Source: an optimization exercise on an open RTL-to-GDS flow (aim: a short achievable clock period and few clock cycles). Production flows keep margins and buffers that such runs may drop. Only simulation tests tie the RTL to the original design; equivalence was not proved. Power is estimated from default activity; no workload was simulated.

Design int_ex_unit, start of the top module:
module int_ex_unit (
	input  logic                              clk,
	input  logic                              rst,
	input  logic                              issue_valid,
	input  logic [rv_isa_pkg::alu_func_w-1:0] issue_func,
	input  logic [rv_isa_pkg::xlen-1:0]       issue_opa,
	input  logic [rv_isa_pkg::xlen-1:0]       issue_opb,
	input  logic [ex_pkg::tag_w-1:0]          issue_tag,
	output logic                              ex_busy,
	output logic                              result_valid,
	output logic [rv_isa_pkg::xlen-1:0]       result_data,
	output logic [ex_pkg::tag_w-1:0]          result_tag
);
clock: 8.0 ns
lec_check: 0
abc_area: 1
cap_margin: 20
core_margin: 2
core_utilization: 60
slew_margin: 20
tns_end_percent: 100
standard.sh (not shown) runs the stock make flow with config.mk's settings and CLKGATE_MAP_FILE= SYNTH_SCRIPT=/design/flow/synth_recipe.tcl, a recipe that flattens the netlist after the stock synthesis.
==> flow/flow/run.sh <==
#!/bin/bash
set -euo pipefail
bash standard.sh SETUP_SLACK_MARGIN=5.5 finish > standard_flow.log 2>&1
Testbench counts at the start, summed over its fixed seeds: cycles 4,960.
Then changed:
==> flow/run.sh (new file) <==
#!/bin/bash
# synth_recipe.tcl (not shown) runs the flow's synth.tcl, then flattens the netlist and writes it again
# the make line also repeats each setting of config.mk as NAME=value (left out here)
make -C /OpenROAD-flow-scripts/flow DESIGN_CONFIG=/design/flow/config.mk WORK_HOME=/design/flow/orfs CLKGATE_MAP_FILE= SYNTH_SCRIPT=/design/flow/synth_recipe.tcl finish
Settings changed: CORE_UTILIZATION 60 to 50, SETUP_SLACK_MARGIN set to 5.0.
removed: flow/flow/run.sh
removed: flow/standard.sh
=> Area after synthesis is unchanged; die area climbs by 20%; combinational power came out lower by 11%; maximum frequency went down by 2.5%; via count decreases by 6.9%; total power drops by 5.7%; clock power went up by about 4%; clock skew came out lower by 0.017 ns; clock-buffer cell count drops by 1; routed wire length fell by 3.8%.

* * *

Another version of the RTL of int_ex_unit (not shown whole).
Size in the first run: about 16,000 cells after synthesis, about 2,400 flip-flops.
// int_ex_unit
module int_ex_unit (
	input  logic                              clk,
	input  logic                              rst,
	input  logic                              issue_valid,
	input  logic [rv_isa_pkg::alu_func_w-1:0] issue_func,
	input  logic [rv_isa_pkg::xlen-1:0]       issue_opa,
	input  logic [rv_isa_pkg::xlen-1:0]       issue_opb,
	input  logic [ex_pkg::tag_w-1:0]          issue_tag,
	output logic                              ex_busy,
	output logic                              result_valid,
	output logic [rv_isa_pkg::xlen-1:0]       result_data,
	output logic [ex_pkg::tag_w-1:0]          result_tag
);
clock: 8.0 ns
lec_check: 0
cap_margin: 20
core_margin: 2
core_utilization: 40
setup_slack_margin: 5.0
slew_margin: 20
tns_end_percent: 100
run.sh (not shown) runs the stock make flow with config.mk's settings and CLKGATE_MAP_FILE= SYNTH_SCRIPT=/design/flow/synth_recipe.tcl, a recipe that flattens the netlist after the stock synthesis.
Stock flow here: none of the scripts above is used.
Testbench counts at the start, summed over its fixed seeds: cycles 4,960.
Edit:
--- a/flow/config.mk
+++ b/flow/config.mk
@@ -9,5 +9,3 @@
 export CORE_MARGIN = 2
 export CORE_UTILIZATION = 40
-export SETUP_SLACK_MARGIN = 5.0
 export SLEW_MARGIN = 20
-export TNS_END_PERCENT = 100
Outcome:
- worst hold slack improved by 16 ps
- register-to-register slack is worse by 1500 ps
- fmax went down by 28%
- cell area is lower by 14%
- power drops by 18%

* * *

Another version of the RTL of int_ex_unit (not shown whole).
For scale: about 110 I/O pins, roughly 120000 sq um of cells after synthesis.
==> flow/design.v (excerpt) <==
module int_ex_unit (
	input  logic                              clk,
	input  logic                              rst,
	input  logic                              issue_valid,
	input  logic [rv_isa_pkg::alu_func_w-1:0] issue_func,
	input  logic [rv_isa_pkg::xlen-1:0]       issue_opa,
	input  logic [rv_isa_pkg::xlen-1:0]       issue_opb,
	input  logic [ex_pkg::tag_w-1:0]          issue_tag,
	output logic                              ex_busy,
	output logic                              result_valid,
	output logic [rv_isa_pkg::xlen-1:0]       result_data,
	output logic [ex_pkg::tag_w-1:0]          result_tag
);
	logic [alu_func_w-1:0] op_func;
	logic [xlen-1:0]       op_a;
	logic [xlen-1:0]       op_b;
	logic [xlen-1:0]       alu_sum;
	logic [xlen-1:0]       alu_diff;
	logic [xlen-1:0]       alu_misc;
	logic                  alu_lt;
	logic [3:0]            alu_pick;
	logic [xlen-1:0]       div_n;
	logic [div_mulw-1:0]   div_mul;
	logic [xlen-1:0]       quotient;
	logic [xlen-1:0]       remainder;
	ex_issue_ctrl ctrl_i (
		.clk          (clk),
		.rst          (rst),
		.issue_valid  (issue_valid),
		.issue_func   (issue_func),
		.issue_opa    (issue_opa),
		.issue_opb    (issue_opb),
		.issue_tag    (issue_tag),
		.alu_sum      (alu_sum),
		.alu_diff     (alu_diff),
		.alu_misc     (alu_misc),
		.alu_lt       (alu_lt),
		.alu_pick     (alu_pick),
		.quotient     (quotient),
		.remainder    (remainder),
		.op_func      (op_func),
		.op_a         (op_a),
		.op_b         (op_b),
		.div_n        (div_n),
		.div_mul      (div_mul),
		.ex_busy      (ex_busy),
		.result_valid (result_valid),
		.result_data  (result_data),
		.result_tag   (result_tag)
	);
	int_alu alu_i (
		.func   (op_func),
		.opa    (op_a),
		.opb    (op_b),
		.sum    (alu_sum),
		.diff   (alu_diff),
		.misc   (alu_misc),
		.lt     (alu_lt),
		.pick   (alu_pick)
	);
	divider div_i (
		.clk       (clk),
		.n_in      (div_n),
		.mul_in    (div_mul),
		.quotient  (quotient),
		.remainder (remainder)
	);
endmodule
Settings: LEC_CHECK=0, ABC_AREA=1, CAP_MARGIN=20, CORE_MARGIN=2, CORE_UTILIZATION=40, SETUP_SLACK_MARGIN=5.0, SLEW_MARGIN=20, TNS_END_PERCENT=100; clock period 8.0 ns.
The first run produced a clean layout.
Testbench counts at the start, summed over its fixed seeds: cycles 4,960.
Rerun with:
Settings changed: CORE_UTILIZATION 40 to 60.
- global-route usage came out higher by 12 points
- final cell count came out lower by 6.2%
- non-clock buffer count came out higher by 4
- utilization came out higher by 21 points

separate check: timing with driven ports:
The flow's constraints put no driver on any port. The routed layouts listed below were extracted and timed again, unchanged, in two steps. Step 1, drivers: a clkbuf_16 drives clk and a buf_2 each remaining input, both assumed. Step 2 adds t to the input delays and takes it off the output delays; t is the mean of the earliest and latest rising clock arrival at the registers after step 1. Input paths then give back, and output paths get back, about the clock's delay inside the block. Slacks: ideal / step 1 / step 2; pairs: ideal / step 1.
| run | t, ns | setup slack, ns | latest minus earliest clock arrival (ns) | worst slew at a driven data input, ns | cell pins on the clock port's net |
|---|---|---|---|---|---|
| the first run of note 1 | 1.008 | 5.026 / 4.922 / 5.217 | 0.110 / 0.110 | 0.14 | 1 |
| the second run of note 1 | 0.983 | 4.951 / 4.853 / 4.986 | 0.096 / 0.096 | 0.32 | 1 |
| the first run of note 2 | 1.034 | 4.140 / 4.140 / 4.140 | 0.130 / 0.131 | 0.11 | 1 |
| the second run of note 2 | 1.022 | 2.612 / 2.612 / 2.612 | 0.065 / 0.065 | 0.07 | 1 |
| the first run of note 3 | 1.025 | 4.998 / 4.889 / 4.998 | 0.109 / 0.110 | 0.07 | 1 |
| the second run of note 3 | 0.986 | 4.967 / 4.886 / 4.872 | 0.097 / 0.097 | 0.21 | 1 |
After both steps every run listed still meets setup and hold. For the second run of note 3, which loses most, drivers alone change the setup slack by -0.081 ns; drivers and shift together by -0.095 ns.
